From an optimization exercise on the open Yosys and OpenROAD flow, aimed at small area and a short achievable clock period; shortcuts taken in it are not production practice.
RTL that was checked went through simulation tests only; none was proved equivalent to the original.
No activity file was given, so power comes from the tool's default toggle rates.

== gamma ==
==> flow/design.v <==
module spi_ram_slave_burst #(
  parameter int DATA_WIDTH = 8,
  parameter int ADDR_WIDTH = 8,
  parameter bit BURST_EN   = 1'b1
) (
  input  logic clk,
  input  logic rst_n,
  input  logic SS_n,
  input  logic MOSI,
  output logic MISO
);
  logic       idle_q;    
  logic       c1_q;      
  logic       c0_q;      
  logic       data_q;    
  logic [2:0] cnt_q;     
  logic [1:0] cmd_q;
  logic       cmp_q;     
  logic [7:0] rx_q;      
  logic [7:1] tx_q;      
  logic       miso_q;
  logic [7:0] wr_addr_q;
  logic [7:0] rd_addr_q;
  assign MISO = miso_q;
  wire last_bit  = data_q && (cnt_q == 3'd7);
  wire act_waddr = cmp_q && (cmd_q == 2'b00);
  wire act_wdata = cmp_q && (cmd_q == 2'b01);
  wire act_raddr = cmp_q && (cmd_q == 2'b10);
  wire act_rd    = cmp_q && (cmd_q == 2'b11);
  wire act_rdata = act_rd && !SS_n;
  logic [7:0]    t_q;        
  logic [2047:0] ring_q;     
  logic       wpend_q;
  logic [7:0] wbuf_q;
  logic [7:0] ws_q;
  logic [7:0] rs_q;
  logic [7:0] pf_q;
  wire do_wr = wpend_q && (ws_q[2:0] == 3'd0);
  wire rd_at = (rs_q[2:0] == 3'd0);
  logic [7:0] tap_word;
  always_comb begin
    tap_word = '0;
    for (int p = 0; p < 32; p++)
      tap_word = tap_word | (ring_q[64*p +: 8] & {8{rs_q[7:3] == 5'(p)}});
  end
  wire [7:0] rd_word = rd_at ? tap_word : pf_q;
  logic [2047:0] ring_d;
  always_comb begin
    ring_d = {ring_q[2039:0], ring_q[2047:2040]};
    for (int p = 0; p < 32; p++)
      if (do_wr && ws_q[7:3] == 5'(p)) ring_d[64*p +: 8] = wbuf_q;
  end
  always_ff @(posedge clk) begin
    t_q  <= t_q + 8'd1;
    rx_q <= {rx_q[6:0], MOSI};
    ring_q <= ring_d;
    if (act_wdata) begin
      wpend_q <= 1'b1;
      wbuf_q  <= rx_q;
      ws_q    <= wr_addr_q + t_q + 8'd2;
    end else begin
      if (do_wr) wpend_q <= 1'b0;
      ws_q <= ws_q + 8'd1;
    end
    rs_q <= rd_addr_q + t_q + 8'd1 + {7'd0, act_rd};
    if (rd_at) pf_q <= tap_word;
  end
  always_ff @(posedge clk or negedge rst_n) begin
    if (!rst_n) begin
      idle_q    <= 1'b1;
      c1_q      <= 1'b0;
      c0_q      <= 1'b0;
      data_q    <= 1'b0;
      cnt_q     <= '0;
      cmd_q     <= '0;
      cmp_q     <= 1'b0;
      tx_q      <= '0;
      miso_q    <= 1'b0;
      wr_addr_q <= '0;
      rd_addr_q <= '0;
    end else begin
      if (act_waddr) wr_addr_q <= rx_q;
      if (act_wdata) wr_addr_q <= wr_addr_q + 8'd1;
      if (act_raddr) rd_addr_q <= rx_q;
      if (act_rdata) rd_addr_q <= rd_addr_q + 8'd1;
      if (SS_n) begin
        miso_q <= 1'b0;
        tx_q   <= '0;
      end else if (act_rdata) begin
        miso_q <= rd_word[7];
        tx_q   <= rd_word[6:0];
      end else begin
        miso_q <= tx_q[7];
        tx_q   <= {tx_q[6:1], 1'b0};
      end
      cmp_q <= !SS_n && last_bit;
      if (SS_n) begin
        idle_q <= 1'b1;
        c1_q   <= 1'b0;
        c0_q   <= 1'b0;
        data_q <= 1'b0;
      end else begin
        idle_q <= 1'b0;
        c1_q   <= idle_q;
        c0_q   <= c1_q;
        if (c1_q) cmd_q[1] <= MOSI;
        if (c0_q) begin
          cmd_q[0] <= MOSI;
          data_q   <= 1'b1;
          cnt_q    <= '0;
        end else if (data_q) begin
          cnt_q <= cnt_q + 3'd1;
          if (cnt_q == 3'd7 && !cmd_q[0]) data_q <= 1'b0;
        end
      end
    end
  end
endmodule
clock: 4.4 ns
lec_check: 0
cap_margin: 20
core_margin: 2
core_utilization: 40
slew_margin: 20
run.sh (not shown) runs the stock make flow with config.mk's settings and CLKGATE_MAP_FILE= SYNTH_SCRIPT=/design/flow/synth_recipe.tcl, a recipe that flattens the netlist after the stock synthesis.
## Diff of input files: beta against gamma
# gamma
export LEC_CHECK = 0
export CAP_MARGIN = 20
export CORE_MARGIN = 2
export CORE_UTILIZATION = 40
export SLEW_MARGIN = 20
create_clock -name core_clock -period 4.4 [get_ports {clk}]
# beta
export LEC_CHECK = 0
export CAP_MARGIN = 20
export CORE_MARGIN = 2
export CORE_UTILIZATION = 60
export SLEW_MARGIN = 20
create_clock -name core_clock -period 4.4 [get_ports {clk}]
Notes after the runs:
Looking at the reports, beta completed the entire flow and the layout it produced met the timing, design-rule and antenna checks. Between gamma and beta, the flow reports internal power summed over all cells increasing slightly. [beta] area growth from synthesis to layout fell 1.3 points relative to gamma. Summary of beta over gamma: maximum fanout count along the critical path moved up; post-route worst setup slack shrank by 0.34 ns; sum of buffers and inverters on the critical path dropped 2; count of inserted tapcells fell by 570. Number of ordinary and repair buffers in the finished layout grows by more than 10% when moving from gamma to beta. Compared with gamma, in beta placeable core area fell about 33%; final non-filler cell area fell about 1.1%; sequential share of layout area rose 0.85 points.
Function was not checked in any run of this note: the RTL went through the layout flow alone.

== v6 ==
spi_ram_slave_burst, a different RTL version from the one above (not shown whole).
For scale: about 2200 flip-flops, roughly 5 I/O pins, ~0.050 mm² of cells after synthesis.
==> flow/config.mk <==
export PLATFORM = sky130hd
export DESIGN_NAME = spi_ram_slave_burst
export DESIGN_NICKNAME = spi_ram_slave_burst
export VERILOG_FILES = /design/flow/design.v
export SDC_FILE = /design/flow/constraint.sdc
export NUM_CORES = 4
export LEC_CHECK = 0
export ABC_CLOCK_PERIOD_IN_PS = 2000
export CAP_MARGIN = 20
export CORE_MARGIN = 2
export CORE_UTILIZATION = 65
export CTS_CLUSTER_DIAMETER = 90
export CTS_CLUSTER_SIZE = 30
export SETUP_SLACK_MARGIN = 2.4
export SLEW_MARGIN = 20
==> flow/constraint.sdc <==
create_clock -name core_clock -period 4.4 [get_ports {clk}]
set_input_delay 0.8800 -clock core_clock [delete_from_list [all_inputs] [get_ports {clk}]]
set_output_delay 0.8800 -clock core_clock [all_outputs]
set_load 0.01 [all_outputs]
standard.sh (not shown) runs the stock make flow with config.mk's settings and CLKGATE_MAP_FILE= SYNTH_SCRIPT=/design/flow/synth_recipe.tcl, a recipe that flattens the netlist after the stock synthesis.
==> flow/flow/run.sh <==
#!/bin/bash
# The standard layout, with the I/O pins placed together (flow/io_constraints.tcl).
set -euo pipefail
export IO_CONSTRAINTS="$PWD/flow/io_constraints.tcl"
bash standard.sh > standard.log 2>&1
==> flow/flow/io_constraints.tcl <==
# Keep the I/O pins together in the middle of the left edge, so that the MISO
# flip-flop and the input logic sit next to their pins.
set_io_pin_constraint -pin_names {rst_n SS_n MOSI MISO clk} -region left:120-160
set_io_pin_constraint -group -order -pin_names {rst_n SS_n MOSI MISO clk}
The following lists how v7 was set up differently from v6:
# v6
export LEC_CHECK = 0
export ABC_CLOCK_PERIOD_IN_PS = 2000
export CAP_MARGIN = 20
export CORE_MARGIN = 2
export CORE_UTILIZATION = 65
export CTS_CLUSTER_DIAMETER = 90
export CTS_CLUSTER_SIZE = 30
export SETUP_SLACK_MARGIN = 2.4
export SLEW_MARGIN = 20
create_clock -name core_clock -period 4.4 [get_ports {clk}]
# v7
export LEC_CHECK = 0
export ABC_CLOCK_PERIOD_IN_PS = 2000
export CAP_MARGIN = 20
export CORE_MARGIN = 2
export CORE_UTILIZATION = 40
export CTS_CLUSTER_DIAMETER = 110
export CTS_CLUSTER_SIZE = 25
export SETUP_SLACK_MARGIN = 2.6
export SLEW_MARGIN = 20
create_clock -name core_clock -period 4.4 [get_ports {clk}]
diff --git a/flow/flow/io_constraints.tcl b/flow/flow/io_constraints.tcl
--- a/flow/flow/io_constraints.tcl
+++ b/flow/flow/io_constraints.tcl
@@ -3 +3 @@
-set_io_pin_constraint -pin_names {rst_n SS_n MOSI MISO clk} -region left:120-160
+set_io_pin_constraint -pin_names {rst_n SS_n MOSI MISO clk} -region left:150-210
==> comparison <==
Taking v6 as the reference point, the cell area of v7 rises by 0.0025 mm². Diff v6..v7 | count of unique library cells instantiated by Yosys | unchanged. v7 against v6; wire length of the first global-routing pass is up slightly. The run with more routed wire is v7, not v6. Layout buffer count excluding clock buffers in v7 is 83 higher than in v6. Compared with v6, v7 shows a higher part of the power in the clock network.

[re-timing with driven ports]
The results above use ideal ports. As a check the final layouts listed here were re-extracted and re-timed, cells and wires unchanged. Step 1, drivers: a clkbuf_16 drives clk and a buf_2 each remaining input, both assumed. Step 2 adds t to the input delays and takes it off the output delays; t is the mean of the earliest and latest rising clock arrival at the registers after step 1. Input paths then give back, and output paths get back, about the clock's delay inside the block. Three values: ideal, step 1, step 2; two values: the first two.
| run | t (ns) | setup WS [ns] | hold slack, ns |
|---|---|---|---|
| gamma | 0.853 | 1.282 / 1.282 / 1.282 | 0.313 / 0.313 / 0.313 |
| beta | 0.820 | 0.938 / 0.938 / 0.938 | 0.253 / 0.213 / 0.309 |
| v6 | 0.707 | 2.343 / 2.293 / 1.839 | 0.317 / 0.317 / 0.317 |
| v7 | 0.738 | 2.303 / 2.249 / 1.991 | 0.307 / 0.307 / 0.307 |
After both steps setup and hold are still met in every run listed. For v6, which loses most, drivers alone change the setup slack by -0.050 ns; drivers and shift together by -0.504 ns.
